This is an optimization exercise on Yosys and OpenROAD, whose aim is small area, a short achievable clock period and few clock cycles, not a production implementation.
In this exercise RTL edits were held to simulation tests only and were not proved equivalent to the original.
Power and IR drop assume default switching activity.

== run A ==
// raycast_column_texture_walker_core
module raycast_column_texture_walker_core #(
  parameter int FRAC_BITS = 16
) (
  input  logic                             clk,
  input  logic                             rst_n,
  input  logic                             cfg_valid,
  output logic                             cfg_ready,
  input  logic [rctw_pkg::CFG_IDX_W-1:0]   cfg_index,
  input  logic [rctw_pkg::CFG_DATA_W-1:0]  cfg_data,
  input  logic                             in_tvalid,
  output logic                             in_tready,
  input  logic [rctw_pkg::IN_TDATA_W-1:0]  in_tdata,
  input  logic                             in_tuser,
  output logic                             out_tvalid,
  input  logic                             out_tready,
  output logic [rctw_pkg::OUT_TDATA_W-1:0] out_tdata,
  output logic [rctw_pkg::OUT_TUSER_W-1:0] out_tuser,
  output logic                             out_tlast
);
  logic [21:0] pixel_addr;
  logic [15:0] texel_index;
  logic [23:0] flat_color;
  logic [1:0]  region;
  logic [1:0]  texture_id;
  assign cfg_ready = 1'b1;
  rctw_datapath u_dp (
    .clk         (clk),
    .rst_n       (rst_n),
    .cfg_we      (cfg_valid),
    .cfg_index   (cfg_index),
    .cfg_data    (cfg_data),
    .in_tvalid   (in_tvalid),
    .in_tuser    (in_tuser),
    .in_tdata    (in_tdata),
    .in_tready   (in_tready),
    .out_valid   (out_tvalid),
    .out_ready   (out_tready),
    .pixel_addr  (pixel_addr),
    .texel_index (texel_index),
    .flat_color  (flat_color),
    .region      (region),
    .texture_id  (texture_id),
    .last_row    (out_tlast)
  );
  assign out_tdata = {2'd0, flat_color, texel_index, pixel_addr};
  assign out_tuser = {texture_id, region};
endmodule
Size in the first run: ~460 flip-flops, about 27000 µm² of cells after synthesis.
export LEC_CHECK = 0
export CAP_MARGIN = 20
export CORE_MARGIN = 2
export CORE_UTILIZATION = 60
export SLEW_MARGIN = 20
create_clock -name core_clock -period 10.0 [get_ports {clk}]
standard.sh (not shown) runs the stock make flow with config.mk's settings and CLKGATE_MAP_FILE= SYNTH_SCRIPT=/design/flow/synth_recipe.tcl, a recipe that flattens the netlist after the stock synthesis.
==> flow/flow/run.sh <==
#!/bin/bash
set -euo pipefail
MARGIN=$(cat flow/margin.txt)
sed -E "s/ SETUP_SLACK_MARGIN=[^ ]*//; s/CLKGATE_MAP_FILE= /CLKGATE_MAP_FILE= SETUP_SLACK_MARGIN=$MARGIN /" standard.sh > standard_margin.sh
grep -q "SETUP_SLACK_MARGIN=$MARGIN " standard_margin.sh
bash standard_margin.sh synth > make_synth.log 2>&1
bash standard_margin.sh finish > make_finish.log 2>&1
test -s out/final.def
==> flow/flow/margin.txt <==
6.3
Run A finished all stages; the layout is clean.
Testbench counts of run A, summed over its fixed seeds: cycles 27,984.
What run B does differently from run A at the input level:
==> flow/flow/run.sh <==
#!/bin/bash
# Standard layout (the standard.sh: standard synthesis, ORFS floorplan to
# finish, same SDC), with two make settings added on its command line:
#  * BUFFER_PORTS_ARGS from flow/ports.txt: the cell buffer_ports puts on every
#    input and output port (it still buffers every port).
# Each make run's full output goes to its own log here.
set -euo pipefail
MARGIN=$(cat flow/margin.txt)
PORTBUF=$(cat flow/ports.txt)
sed -E "s/ SETUP_SLACK_MARGIN=[^ ]*//; s/CLKGATE_MAP_FILE= /CLKGATE_MAP_FILE= SETUP_SLACK_MARGIN=$MARGIN 'BUFFER_PORTS_ARGS=-buffer_cell $PORTBUF' /" standard.sh > standard_margin.sh
grep -q "SETUP_SLACK_MARGIN=$MARGIN " standard_margin.sh
bash standard_margin.sh synth > make_synth.log 2>&1
bash standard_margin.sh finish > make_finish.log 2>&1
test -s out/final.def
==> flow/flow/margin.txt <==
6.8
==> flow/flow/ports.txt (new file) <==
sky130_fd_sc_hd__buf_2
### Flow results
Timing, DRC, antenna: 0 failures across run A and run B. Delta(slack of the critical path, run B - run A) > 0. Run B vs. run A: met3 layer wire length in the routed design now larger, fraction of standard cell area in multi-input logic went up 1.4 points, total power now larger, clock group share of total power moved down.
Relative to run B, the following input files were edited for run C:
==> flow/flow/margin.txt <==
6.5
==> comparison <==
Taking run B as the reference, in run C worst setup slack roughly the same; final core utilization lower.
Note that the met3 wire length recorded for run C amounts to 0.857 times the value seen in run B.
On hold slack, run B beats run C.
Comparing run B against run C, there is no change at all in fraction of the mapped netlist area in simple logic gates.
Between run C and run B, it is run C whose total routing usage reported by global routing is lower, by 2.2 points.
Combinational power share (run C over run B): decrease, 2.4 points

==> afterwards: timing with drivers on the ports <==
No port has a modelled driver above. Below, the same layouts with a new extraction and two added sets of constraints. Step 1: set_driving_cell puts a clkbuf_16 on clk and a buf_2 on each other input, an assumption about the parent block. Step 2 also shifts input and output timing later by t, the mid clock arrival at the registers, as if the neighbouring blocks saw the same clock. Three values: no drivers, after step 1, after step 2; two values: the first two.
run | shift t [ns] | slack for setup (ns) | worst setup path after step 2
run A | 0.665 | 6.198 / 6.140 / 5.689 | input to register
run B | 0.667 | 6.360 / 6.299 / 6.179 | input to register
run C | 0.665 | 6.360 / 6.299 / 5.935 | input to register
After both steps every run listed still meets setup and hold. For run A, which loses most, drivers alone change the setup slack by -0.058 ns; drivers and shift together by -0.509 ns.
